Context: an optimization exercise on an open-source flow, tuned for small area and a short achievable clock period. The choices shown serve that exercise and are no tape-out recipe. Function was checked by simulation only, so behaviour that the tests miss may differ from the original. Power figures rest on the tool's default switching activity, not on a simulated workload.

**flow/config.mk**
```make
export PLATFORM = sky130hd
export DESIGN_NAME = frame_buffer_top
export DESIGN_NICKNAME = frame_buffer_top
export VERILOG_FILES = /design/flow/design.v
export SDC_FILE = /design/flow/constraint.sdc
export NUM_CORES = 4
export LEC_CHECK = 0
export ABC_AREA = 1
export CAP_MARGIN = 20
export CORE_MARGIN = 2
export CORE_UTILIZATION = 55
export CTS_CLUSTER_DIAMETER = 60
export CTS_CLUSTER_SIZE = 30
export SETUP_SLACK_MARGIN = 2.0
export SLEW_MARGIN = 20
```
**flow/constraint.sdc**
```tcl
create_clock -name core_clock -period 4.0 [get_ports {sram_clock}]
set_input_delay 0.8000 -clock core_clock [delete_from_list [all_inputs] [get_ports {sram_clock}]]
set_output_delay 0.8000 -clock core_clock [all_outputs]
set_load 0.01 [all_outputs]
```
**flow/design.v**
```verilog
package mem_pkg;
   localparam int PTR_LO = 8;
   localparam int PTR_HI = (1 << 6) / PTR_LO;
   typedef logic [PTR_HI+PTR_LO-1:0] sram_addr_t;
   localparam sram_addr_t PTR_ZERO = {{(PTR_HI-1){1'b0}}, 1'b1, {(PTR_LO-1){1'b0}}, 1'b1};
   function automatic sram_addr_t ptr_next(input sram_addr_t ptr);
      logic [PTR_LO-1:0] lo;
      logic [PTR_HI-1:0] hi;
      lo = ptr[PTR_LO-1:0];
      hi = ptr[PTR_HI+PTR_LO-1:PTR_LO];
      ptr_next[PTR_LO-1:0] = {lo[PTR_LO-2:0], lo[PTR_LO-1]};
      ptr_next[PTR_HI+PTR_LO-1:PTR_LO] = lo[PTR_LO-1] ? {hi[PTR_HI-2:0], hi[PTR_HI-1]} : hi;
   endfunction
   function automatic logic ptr_equal(input sram_addr_t a, input sram_addr_t b);
      ptr_equal = (|(a[PTR_LO-1:0] & b[PTR_LO-1:0])) &&
                  (|(a[PTR_HI+PTR_LO-1:PTR_LO] & b[PTR_HI+PTR_LO-1:PTR_LO]));
   endfunction
endpackage
package stream_pkg;
   typedef logic [16-1:0] sample_t;
   typedef struct packed
   {
      logic    last;    
      sample_t data;
   } buffer_word_t;
endpackage
`timescale 1ns/1ns
module sram_dual_port
#(
   parameter int address_width = 6
)
(
   input  logic                       sram_clock,
   input  mem_pkg::sram_addr_t        wr_address,
   input  stream_pkg::buffer_word_t   wr_word,
   input  mem_pkg::sram_addr_t        rd_address,
   output stream_pkg::buffer_word_t   rd_word
);
   localparam int depth = 1 << address_width;
   localparam int LO    = mem_pkg::PTR_LO;
   logic [16:0] ram [0:depth-1];
   function automatic logic row_sel(input mem_pkg::sram_addr_t a, input int i);
      row_sel = a[LO + i / LO] & a[i % LO];
   endfunction
   always_ff @(posedge sram_clock)
   begin
      for (int i = 0; i < depth; i++)
      begin
         if (row_sel(wr_address, i))
         begin
            ram[i] <= wr_word;
         end
      end
   end
   logic [16:0] rd_next;
   always_comb
   begin
      rd_next = '0;
      for (int i = 0; i < depth; i++)
      begin
         rd_next = rd_next | (ram[i] & {(16+1){row_sel(rd_address, i)}});
      end
   end
   always_ff @(posedge sram_clock)
   begin
      rd_word <= rd_next;
   end
endmodule
`timescale 1ns/1ns
module frame_writer
(
   input  logic                 sram_clock,
   input  logic                 rst,
   input  logic                 in_valid,
   input  logic                 in_last,
   input  stream_pkg::sample_t  in_data,
   input  mem_pkg::sram_addr_t  read_ptr,
   output mem_pkg::sram_addr_t  commit_ptr,
   output logic                 frame_dropped,
   output mem_pkg::sram_addr_t      mem_wr_address,
   output stream_pkg::buffer_word_t mem_wr_word
);
   mem_pkg::sram_addr_t   wr_ptr;      
   mem_pkg::sram_addr_t   next_ptr;
   logic         discarding;  
   logic         full;
   stream_pkg::buffer_word_t in_word;
   assign next_ptr = mem_pkg::ptr_next(wr_ptr);
   assign full = mem_pkg::ptr_equal(next_ptr, read_ptr);
   assign in_word.last = in_last;
   assign in_word.data = in_data;
   assign mem_wr_address = wr_ptr;
   assign mem_wr_word    = in_word;
   always_ff @(posedge sram_clock)
   begin
      if (rst)
      begin
         wr_ptr        <= mem_pkg::PTR_ZERO;
         commit_ptr    <= mem_pkg::PTR_ZERO;
         discarding    <= 1'b0;
         frame_dropped <= 1'b0;
      end
      else
      begin
         frame_dropped <= 1'b0;
         if (in_valid)
         begin
            if (discarding)
            begin
               if (in_last)
               begin
                  discarding <= 1'b0;  
               end
            end
            else if (full)
            begin
               wr_ptr        <= commit_ptr;
               frame_dropped <= 1'b1;
               discarding    <= !in_last;
            end
            else
            begin
               wr_ptr <= next_ptr;
               if (in_last)
               begin
                  commit_ptr <= next_ptr;  
               end
            end
         end
      end
   end
endmodule
`timescale 1ns/1ns
module frame_reader
(
   input  logic                 sram_clock,
   input  logic                 rst,
   input  logic                 hold,
   input  mem_pkg::sram_addr_t  commit_ptr,
   output mem_pkg::sram_addr_t  read_ptr,
   output logic                 out_valid,
   output logic                 out_last,
   output stream_pkg::sample_t  out_data,
   output mem_pkg::sram_addr_t      mem_rd_address,
   input  stream_pkg::buffer_word_t mem_rd_word
);
   logic fetch;
   logic pending;
   assign pending = !mem_pkg::ptr_equal(read_ptr, commit_ptr);
   assign fetch = pending && !hold;
   assign mem_rd_address = read_ptr;
   always_ff @(posedge sram_clock)
   begin
      if (rst)
      begin
         read_ptr  <= mem_pkg::PTR_ZERO;
         out_valid <= 1'b0;
      end
      else
      begin
         out_valid <= fetch;  
         if (fetch)
         begin
            read_ptr <= mem_pkg::ptr_next(read_ptr);
         end
      end
   end
   assign out_data = mem_rd_word.data;
   assign out_last = mem_rd_word.last;
endmodule
`timescale 1ns/1ns
module frame_buffer_top
(
   input  logic                 sram_clock,
   input  logic                 rst,
   input  logic                 in_valid,
   input  logic                 in_last,
   input  logic                 hold,
   input  stream_pkg::sample_t  in_data,
   output logic                 out_valid,
   output logic                 out_last,
   output logic                 frame_dropped,
   output stream_pkg::sample_t  out_data
);
   mem_pkg::sram_addr_t commit_ptr;  
   mem_pkg::sram_addr_t read_ptr;
   mem_pkg::sram_addr_t               wr_address;
   stream_pkg::buffer_word_t wr_word;
   mem_pkg::sram_addr_t               rd_address;
   stream_pkg::buffer_word_t rd_word;
   frame_writer frame_writer_i
   (
      .sram_clock    (sram_clock),
      .rst           (rst),
      .in_valid      (in_valid),
      .in_last       (in_last),
      .in_data       (in_data),
      .read_ptr      (read_ptr),
      .commit_ptr    (commit_ptr),
      .frame_dropped (frame_dropped),
      .mem_wr_address (wr_address),
      .mem_wr_word    (wr_word)
   );
   sram_dual_port
   #(
      .address_width (6)
   )
   sram_dual_port_i
   (
      .sram_clock (sram_clock),
      .wr_address (wr_address),
      .wr_word    (wr_word),
      .rd_address (rd_address),
      .rd_word    (rd_word)
   );
   frame_reader frame_reader_i
   (
      .sram_clock (sram_clock),
      .rst        (rst),
      .hold       (hold),
      .commit_ptr (commit_ptr),
      .read_ptr   (read_ptr),
      .out_valid  (out_valid),
      .out_last   (out_last),
      .out_data   (out_data),
      .mem_rd_address (rd_address),
      .mem_rd_word    (rd_word)
   );
endmodule
```
**flow/run.sh**
```bash
#!/bin/bash
# synth_recipe.tcl (not shown) runs the flow's synth.tcl, then flattens the netlist and writes it again
# the make line also repeats each setting of config.mk as NAME=value (left out here)
make -C /OpenROAD-flow-scripts/flow DESIGN_CONFIG=/design/flow/config.mk WORK_HOME=/design/flow/orfs CLKGATE_MAP_FILE= SYNTH_SCRIPT=/design/flow/synth_recipe.tcl finish
```
==> impl_metrics.py <==
metrics = {
    "run_status": {
        "outcome": "timing/DRC/antenna clean",
    },
    "timing": {
        "clock_skew_ps": 41.4,
        "worst_pin_slew_ps": 1200,
        "fin_crit_sh": 0.577,
        "slew_viol_final": 0,
        "grt_setup_unrepaired": "yes",
        "finalHoldViolCount": 0,
        "relSlewSlack": 0.198,
        "fmax_mhz": 433,
        "hold_ws_ps": 454,
        "tns_ps": 0,
        "min_period_ps": 2310,
        "setup_viol": 0,
    },
    "critical_path": {
        "slowest_delay_ps": 520,
        "path_class": "flip-flop to flip-flop",
        "worst-r2r-cell-count": 9,
        "crit_path_end_kind": "flip-flop",
        "critPathLaunchType": "flip-flop",
        "crit_arrival_ps": 2880,
        "r2r_end": "sram_dual_port_i.rd_word[10]$_DFF_P_",
        "regToRegSetupSlack_ps": 1690,
        "cpMaxStageDelayCell": "nand4_1",
        "cp_common_cell": "nand4_1",
        "r2r-start": "frame_reader_i.read_ptr[1]$_SDFFE_PP0P_",
        "worstPathMaxFanout": 8,
        "crit_chain": "buf_8, nand2_8, clkinvlp_4, buf_12, nand2_2, nand4_1, nor2_1, nand4_1, or2_4",
        "required_ps": 4570,
    },
    "die": {
        "placementRows": 103,
        "fp.dieH_um": 285,
        "start_util": 0.552,
        "pin_count": 40,
        "core_um2": 78600,
        "fp.dieArea_um2": 81200,
        "die_w_um": 285,
    },
    "logic_synthesis": {
        "syn_area_per_cell_um2": 13.1,
        "synth.distinct_cells": 29,
        "syn_inst": 3316,
        "ys_ff_latch": 1156,
        "syn-cell-area_um2": 43400,
        "syn_nets": 3337,
        "ys_warn_count": 4,
        "synth-seq-area-share": 0.784,
    },
    "clock_network": {
        "cts_root_buf": "clkbuf_16",
        "h-tree-depth": 3,
        "clock_path_buffers": 3,
        "clkLatencyLatePin_ps": 680,
        "cts_tree": "done",
        "clock-sinks": 1156,
        "clk_pin_slew_ps": 100,
        "postCtsHoldBufs": 0,
        "numCtsBuffers": 75,
    },
    "routing": {
        "vias_per_cell": 6.58,
        "first_pass_iters": 6,
        "vias": 31032,
        "drcViolationCount": 0,
        "first_iter_violations": 5940,
        "routedWlPerCell_um": 38.9,
        "ant_nets": 0,
        "wl_um": 183000,
    },
    "final_layout": {
        "area_growth_pct": 16.9,
        "fin_util": 0.646,
        "drive_gt1_frac": 0.191,
        "fin_nets": 3615,
    },
    "placement": {
        "port_buffers": 39,
        "gp_congestion": 0.993,
        "dpl.hpwl_um": 113000,
    },
    "global_routing": {
        "grt_pass1_vias": 27864,
        "antenna_found_initial": 11,
        "track_usage": 0.449,
        "grt_pass1_wl_um": 241000,
        "grt_max_degree": 65,
        "gr-total-overflow": 0,
    },
    "hold_path": {
        "min_from": "in_last",
        "hold_depth": 1,
        "whs_endpoint": "sram_dual_port_i.ram[14][16]$_DFFE_PP_",
        "hold_path_class": "input pin to flip-flop",
    },
    "flow_run": {
        "drv_cap": 0,
    },
    "power_and_ir_drop": {
        "leakagePower_nw": 17.9,
        "peakVddDrop_v": 0.000520,
        "total_power_mw": 23.8,
        "power_density_nw_per_um2": 470,
    },
}
[cells in the final DEF, fill, tap and decap left out, types with 24 or more instances in the layout]
master,n
a22o_1,64
buf_12,25
buf_4,216
buf_6,37
clkbuf_16,78
clkinv_4,28
clkinvlp_4,31
dfxtp_4,24
edfxtp_1,1088
inv_1,87
nand2_1,1190
nand2_2,24
nand3_1,40
nand4_1,231
nor2_1,106
nor2_2,28
nor3_1,26
nor3_2,24
o21ai_0,48
[state kept, by name, indices dropped and copies added (netlist names)]
signal                        count
sram_dual_port_i.ram           1088
frame_writer_i.wr_ptr            16
frame_writer_i.discarding         1
sram_dual_port_i.rd_word         17
frame_writer_i.commit_ptr        16
frame_reader_i.out_valid          1
frame_writer_i.frame_dropped      1
frame_reader_i.read_ptr          16
[synth_stat cells]
master	count	area [um^2]
clkbuf_1	64	240
inv_4	1	6.26
o22ai_4	1	20.0
or2_2	4	25.0
buf_6	3	33.8
nand2_2	2	12.5
nor3_1	61	305
inv_1	133	499
nor2_1	146	548
buf_2	37	185
a21oi_1	16	80.1
clkinv_1	48	180
nand2_4	1	11.3
inv_2	3	11.3
nand2_1	1230	4620
edfxtp_1	1088	32700
buf_4	2	15.0
buf_1	4	15.0
o211ai_1	1	7.51
a22o_1	64	561
nand3_1	41	205
o21ai_0	51	255
nand4_1	231	1450
nor2_4	1	11.3
o21ai_1	2	10.0
and2_1	2	12.5
and2_0	8	50.1
dfxtp_1	68	1360
nor4_1	3	18.8
[worst max path at each step]
stage / slack [ps] / end / cells after the start / start
6_report: 1690 / sram_dual_port_i.rd_word[10]$_DFF_P_ / 9 / frame_reader_i.read_ptr[1]$_SDFFE_PP0P_
2_1_floorplan: 2290 / frame_writer_i.wr_ptr[10]$_SDFFE_PP0P_ / 6 / in_valid
3_3_place_gp: 210 / sram_dual_port_i.rd_word[1]$_DFF_P_ / 7 / frame_reader_i.read_ptr[12]$_SDFFE_PP0P_
4_1_cts: 1900 / sram_dual_port_i.rd_word[10]$_DFF_P_ / 9 / frame_reader_i.read_ptr[1]$_SDFFE_PP0P_
3_5_place_dp: 900 / sram_dual_port_i.rd_word[15]$_DFF_P_ / 9 / frame_reader_i.read_ptr[5]$_SDFFE_PP0P_
5_1_grt: 1770 / sram_dual_port_i.rd_word[10]$_DFF_P_ / 9 / frame_reader_i.read_ptr[1]$_SDFFE_PP0P_
[routing by layer]
metal | wire, um | global-route usage
met5 | 27 | 0
met2 | 77000 | 0.633
met3 | 27400 | 0.129
met1 | 64600 | 0.614
met4 | 14300 | 0.296
[stage by stage]
| stage | instance area, um^2 | worst slack (ps) | instances |
|---|---|---|---|
| after detailed placement | 45800 | 896 | 4453 |
| after CTS | 50100 | 1900 | 4674 |
| after global placement | 45700 | 211 | 4452 |
| after global routing | 50700 | 1770 | 4707 |
| after floorplan | 43400 | 2290 | 3316 |
| final | 50800 | 1690 | 4713 |
[logic make-up after synthesis]
kind of cell | Yosys count | share of synthesized area
and+or+nand+nor | 1730 | 0.167
DFF | 1156 | 0.784
buffers and inverters | 295 | 0.0273
AOI/OAI and AO/OA | 135 | 0.0215
[repair_timing]
action,CTS,global route
cloned,1,1
gates resized for setup,390,105
setup buffers,80,32
pin swaps,48,64
endpoints found under the setup margin,282,102
[critical path, delay by kind of cell (launching register included)]
kind / cells / cell delay [ps]
DFF: 1 / 360
and+or+nand+nor: 6 / 1390
buffers and inverters: 3 / 470
[power by group]
part	leakage (nW)	internal, mW	switching, mW	total [mW]
Clock	1.26	3.96	4.62	8.58
Combinational	6.16	0.290	1.04	1.33
Sequential	10.5	13.7	0.239	13.9
Total	17.9	17.9	5.90	23.8
[layout make-up]
cell class / instances / area (um^2)
Multi-Input combinational cell: 1866 / 8900
Inverter: 185 / 951
Timing Repair Buffer: 309 / 2790
Clock buffer: 85 / 2010
Tap cell: 1050 / 1310
Clock inverter: 55 / 617
Timing Repair inverter: 1 / 7.51
Fill cell: 5933 / 27900
Sequential cell: 1156 / 34100
Antenna cell: 6 / 15.0

==> re-timing with driven ports <==
In the flow no input, the clock included, has a driving cell. The finished layout below was timed again as built, in two steps.
Step 1 assumes that a clkbuf_16 drives the clock port and a buf_2 every other input.
Step 2 times the ports against the registers' clock, not the clock port: input delays grow and output delays shrink by t, the midpoint of the rising clock arrivals with the driver on.
a / b / c = ideal ports / drivers / drivers and shift; a / b = the first two.
t, ns: 0.736
setup slack, ns: 1.692 / 1.692 / 1.563
worst setup path at the end: input to register
worst data-port slew with drivers (ns): 0.04
pins driven straight from the clock port: 1
After both steps this run still meets setup and hold. For this run, drivers alone change the setup slack by 0.000 ns; drivers and shift together by -0.129 ns.
